This design comes from an exercise in tuning for small area, a short achievable clock period and few clock cycles per item on the open sky130 flow, not from production work.
Where RTL was checked, it was by simulation tests only, not by an equivalence proof against the original.
Power and IR drop assume default switching activity.

## the baseline
==> flow/design.v (excerpt) <==
module hidden_mac_top (
	input  wire                 clk,
	input  wire                 reset,
	input  wire                 i_start,
	input  wire                 i_empty,      
	input  wire                 i_read_done,  
	input  logic [31:0]         i_din,
	input  logic [127:0]        i_weights,
	input  logic [3:0]          i_rd_addr,
	output logic                o_ready,
	output logic                o_next_in,    
	output logic                o_all_done,
	output logic [2:0]          o_state,
	output logic [127:0]        o_rd_data
);
clock: 9.0 ns
lec_check: 0
cap_margin: 20
core_margin: 2
core_utilization: 60
cts_cluster_diameter: 150
cts_cluster_size: 18
place_density: 0.68
setup_slack_margin: 3.5
slew_margin: 20
standard.sh (not shown) runs the stock make flow with config.mk's settings and CLKGATE_MAP_FILE= SYNTH_SCRIPT=/design/flow/synth_recipe.tcl, a recipe that flattens the netlist after the stock synthesis.
==> flow/flow/run.sh <==
#!/bin/bash
# The standard layout (the standard.sh: ORFS from synthesis to the final
# layout) with these changes:
#  - synthesis uses flow/synth_noabc.tcl (see there), and keeps a few small
#    modules apart until after ABC (flow/synth_noabc.tcl flattens them
#    afterwards): the prefix nodes of the lanes' carry into bit 16, so each
#    maps to its own gate and the Kogge-Stone structure stays, and the four
#    readback slices, so each keeps its own slot decode;
#  - every port still gets a buffer, but a sky130_fd_sc_hd__buf_4 instead of
#    the delay cell that buffer_ports picks by itself;
#  - timing repair may replace a cell by one of another footprint;
#  - sky130_fd_sc_hd__a222oi_1, which comes in one weak size only, is added to
#    the platform's don't-use list, so slow selection gates can be upsized.
# make's output goes to flow_make.log; ORFS writes each step's own log under
# orfs/logs/.
set -euo pipefail
here=$(pwd)
# the platform's don't-use list (platforms/sky130hd/config.mk) and a222oi_1
dont_use="sky130_fd_sc_hd__probe_p_8 sky130_fd_sc_hd__probec_p_8 sky130_fd_sc_hd__lpflow_bleeder_1 sky130_fd_sc_hd__lpflow_clkbufkapwr_1 sky130_fd_sc_hd__lpflow_clkbufkapwr_16 sky130_fd_sc_hd__lpflow_clkbufkapwr_2 sky130_fd_sc_hd__lpflow_clkbufkapwr_4 sky130_fd_sc_hd__lpflow_clkbufkapwr_8 sky130_fd_sc_hd__lpflow_clkinvkapwr_1 sky130_fd_sc_hd__lpflow_clkinvkapwr_16 sky130_fd_sc_hd__lpflow_clkinvkapwr_2 sky130_fd_sc_hd__lpflow_clkinvkapwr_4 sky130_fd_sc_hd__lpflow_clkinvkapwr_8 sky130_fd_sc_hd__lpflow_decapkapwr_12 sky130_fd_sc_hd__lpflow_decapkapwr_3 sky130_fd_sc_hd__lpflow_decapkapwr_4 sky130_fd_sc_hd__lpflow_decapkapwr_6 sky130_fd_sc_hd__lpflow_decapkapwr_8 sky130_fd_sc_hd__lpflow_inputiso0n_1 sky130_fd_sc_hd__lpflow_inputiso0p_1 sky130_fd_sc_hd__lpflow_inputiso1n_1 sky130_fd_sc_hd__lpflow_inputiso1p_1 sky130_fd_sc_hd__lpflow_inputisolatch_1 sky130_fd_sc_hd__lpflow_isobufsrc_1 sky130_fd_sc_hd__lpflow_isobufsrc_16 sky130_fd_sc_hd__lpflow_isobufsrc_2 sky130_fd_sc_hd__lpflow_isobufsrc_4 sky130_fd_sc_hd__lpflow_isobufsrc_8 sky130_fd_sc_hd__lpflow_isobufsrckapwr_16 sky130_fd_sc_hd__lpflow_lsbuf_lh_hl_isowell_tap_1 sky130_fd_sc_hd__lpflow_lsbuf_lh_hl_isowell_tap_2 sky130_fd_sc_hd__lpflow_lsbuf_lh_hl_isowell_tap_4 sky130_fd_sc_hd__lpflow_lsbuf_lh_isowell_4 sky130_fd_sc_hd__lpflow_lsbuf_lh_isowell_tap_1 sky130_fd_sc_hd__lpflow_lsbuf_lh_isowell_tap_2 sky130_fd_sc_hd__lpflow_lsbuf_lh_isowell_tap_4 sky130_fd_sc_hd__a222oi_1"
bash standard.sh \
  "SYNTH_SCRIPT=$here/flow/synth_noabc.tcl" \
  "SYNTH_KEEP_MODULES=mac_pgn mac_gn mac_pgp mac_gp mac_rdslice" \
  MATCH_CELL_FOOTPRINT=0 \
  "DONT_USE_CELLS=$dont_use" \
  "BUFFER_PORTS_ARGS=-buffer_cell sky130_fd_sc_hd__buf_4" \
  finish > flow_make.log 2>&1
Other scripts of this flow, unchanged in this note and not shown: flow/flow/synth_noabc.tcl
--- input diff the baseline..the candidate ---
Settings: CTS_CLUSTER_SIZE changed from 18 to 24; CTS_CLUSTER_DIAMETER removed (was 150).
Total met3 wirelength after detailed routing sits higher in the candidate than in the baseline.
[the candidate vs the baseline] layout overhead on the synthesized area: higher in the candidate
The final period utilization reported for the candidate is smaller than that of the baseline by 1.6 points.
When the candidate is set beside the baseline, its design area turns out to be 4300 um2 larger.
Capture point of the worst path: o_rd_data[120] -> the candidate, o_rd_data[111] -> the baseline
Mean number of vias per cell: the baseline and the candidate compared, lower one is the candidate
The baseline -> the candidate: starting density of the core delta 0, exact match
Relative to the baseline, total area of multi-input combinational cells increased by 0.32% in the candidate.
Across both runs, number of nets in the finished design was higher for the candidate than for the baseline.
Wire length on met1 was higher in the baseline than in the candidate.
As of the candidate, upper clock frequency limit had risen by a few percent compared to the baseline.
Diff the candidate..the baseline | adder and majority cell fraction of the synthesized area | unchanged
Function was not checked in any run of this note: the RTL went through the layout flow alone.

hidden_mac_top, a different RTL version from the one above (not shown whole).
Size: about 13,000 cells after synthesis, roughly 2,500 flip-flops, ~300 I/O pins, ~140,000 sq um of cells after synthesis.
clock: 9.0 ns
lec_check: 0
cap_margin: 20
core_margin: 2
core_utilization: 60
cts_cluster_diameter: 150
cts_cluster_size: 18
place_density: 0.68
setup_slack_margin: 3.5
slew_margin: 20
==> flow/flow/run.sh <==
#!/bin/bash
# The standard layout (the standard.sh: ORFS from synthesis to the final
# layout) with these changes:
#  - synthesis uses flow/synth_noabc.tcl (see there), and keeps a few small
#    modules apart until after ABC (flow/synth_noabc.tcl flattens them
#    afterwards): the prefix nodes of the lanes' carry into bit 16, so each
#    maps to its own gate and the Kogge-Stone structure stays;
#  - every port still gets a buffer, but a sky130_fd_sc_hd__buf_4 instead of
#    the delay cell that buffer_ports picks by itself;
#  - timing repair may replace a cell by one of another footprint;
#  - sky130_fd_sc_hd__a222oi_1, which comes in one weak size only, is added to
#    the platform's don't-use list, so slow selection gates can be upsized.
# make's output goes to flow_make.log; ORFS writes each step's own log under
# orfs/logs/.
set -euo pipefail
here=$(pwd)
# the platform's don't-use list (platforms/sky130hd/config.mk) and a222oi_1
dont_use="sky130_fd_sc_hd__probe_p_8 sky130_fd_sc_hd__probec_p_8 sky130_fd_sc_hd__lpflow_bleeder_1 sky130_fd_sc_hd__lpflow_clkbufkapwr_1 sky130_fd_sc_hd__lpflow_clkbufkapwr_16 sky130_fd_sc_hd__lpflow_clkbufkapwr_2 sky130_fd_sc_hd__lpflow_clkbufkapwr_4 sky130_fd_sc_hd__lpflow_clkbufkapwr_8 sky130_fd_sc_hd__lpflow_clkinvkapwr_1 sky130_fd_sc_hd__lpflow_clkinvkapwr_16 sky130_fd_sc_hd__lpflow_clkinvkapwr_2 sky130_fd_sc_hd__lpflow_clkinvkapwr_4 sky130_fd_sc_hd__lpflow_clkinvkapwr_8 sky130_fd_sc_hd__lpflow_decapkapwr_12 sky130_fd_sc_hd__lpflow_decapkapwr_3 sky130_fd_sc_hd__lpflow_decapkapwr_4 sky130_fd_sc_hd__lpflow_decapkapwr_6 sky130_fd_sc_hd__lpflow_decapkapwr_8 sky130_fd_sc_hd__lpflow_inputiso0n_1 sky130_fd_sc_hd__lpflow_inputiso0p_1 sky130_fd_sc_hd__lpflow_inputiso1n_1 sky130_fd_sc_hd__lpflow_inputiso1p_1 sky130_fd_sc_hd__lpflow_inputisolatch_1 sky130_fd_sc_hd__lpflow_isobufsrc_1 sky130_fd_sc_hd__lpflow_isobufsrc_16 sky130_fd_sc_hd__lpflow_isobufsrc_2 sky130_fd_sc_hd__lpflow_isobufsrc_4 sky130_fd_sc_hd__lpflow_isobufsrc_8 sky130_fd_sc_hd__lpflow_isobufsrckapwr_16 sky130_fd_sc_hd__lpflow_lsbuf_lh_hl_isowell_tap_1 sky130_fd_sc_hd__lpflow_lsbuf_lh_hl_isowell_tap_2 sky130_fd_sc_hd__lpflow_lsbuf_lh_hl_isowell_tap_4 sky130_fd_sc_hd__lpflow_lsbuf_lh_isowell_4 sky130_fd_sc_hd__lpflow_lsbuf_lh_isowell_tap_1 sky130_fd_sc_hd__lpflow_lsbuf_lh_isowell_tap_2 sky130_fd_sc_hd__lpflow_lsbuf_lh_isowell_tap_4 sky130_fd_sc_hd__a222oi_1"
bash standard.sh \
  "SYNTH_SCRIPT=$here/flow/synth_noabc.tcl" \
  "SYNTH_KEEP_MODULES=mac_pgn mac_gn mac_pgp mac_gp" \
  MATCH_CELL_FOOTPRINT=0 \
  "DONT_USE_CELLS=$dont_use" \
  "BUFFER_PORTS_ARGS=-buffer_cell sky130_fd_sc_hd__buf_4" \
  finish > flow_make.log 2>&1
Other scripts of this flow, unchanged in this note and not shown: flow/flow/synth_noabc.tcl
Testbench counts at the start, summed over its fixed seeds: cycles 2,869, samples 2,741.
Change:
--- a/flow/flow/run.sh
+++ b/flow/flow/run.sh
@@ -8,2 +8,3 @@
-#  - every port still gets a buffer, but a sky130_fd_sc_hd__buf_4 instead of
-#    the delay cell that buffer_ports picks by itself;
+#  - every port still gets a buffer, but a sky130_fd_sc_hd__buf_2 instead of
+#    the delay cell that buffer_ports picks by itself (timing repair upsizes
+#    the ones on critical paths);
@@ -24 +25 @@
-  "BUFFER_PORTS_ARGS=-buffer_cell sky130_fd_sc_hd__buf_4" \
+  "BUFFER_PORTS_ARGS=-buffer_cell sky130_fd_sc_hd__buf_2" \
Settings changed: CTS_CLUSTER_DIAMETER 150 to 160, CTS_CLUSTER_SIZE 18 to 20.
Result: The new run finished with timing, DRC and antenna clean. Sequential share of layout area barely changes. Final cell count barely changes. Setup slack gets better by 0.040 ns. Total power is about the same.

[afterwards: timing with drivers on the ports]
In the flow no input, the clock included, has a driving cell. The finished layouts below were timed again as built, in two steps.
Step 1 sets driving cells, clkbuf_16 on the clock port and buf_2 on the other inputs (assumed; they add their load-dependent delay and slew).
Step 2 adds t to the input delays and takes it off the output delays; t is the mean of the earliest and latest rising clock arrival at the registers after step 1. Input paths then give back, and output paths get back, about the clock's delay inside the block.
a / b / c = ideal / step 1 / step 2; a / b = the first two.
| run | shift t [ns] | setup slack, ns | hold WS [ns] |
|---|---|---|---|
| the baseline | 0.969 | 3.058 / 2.839 / 2.839 | 0.280 / 0.280 / 0.280 |
| the candidate | 1.016 | 3.204 / 2.969 / 2.969 | 0.279 / 0.279 / 0.279 |
| the first run of note 2 | 0.983 | 3.180 / 3.019 / 3.019 | 0.319 / 0.319 / 0.319 |
| the second run of note 2 | 0.978 | 3.219 / 3.050 / 3.050 | 0.333 / 0.333 / 0.333 |
After both steps every run listed still meets setup and hold. For the candidate, which loses most, drivers alone change the setup slack by -0.235 ns; drivers and shift together by -0.235 ns.
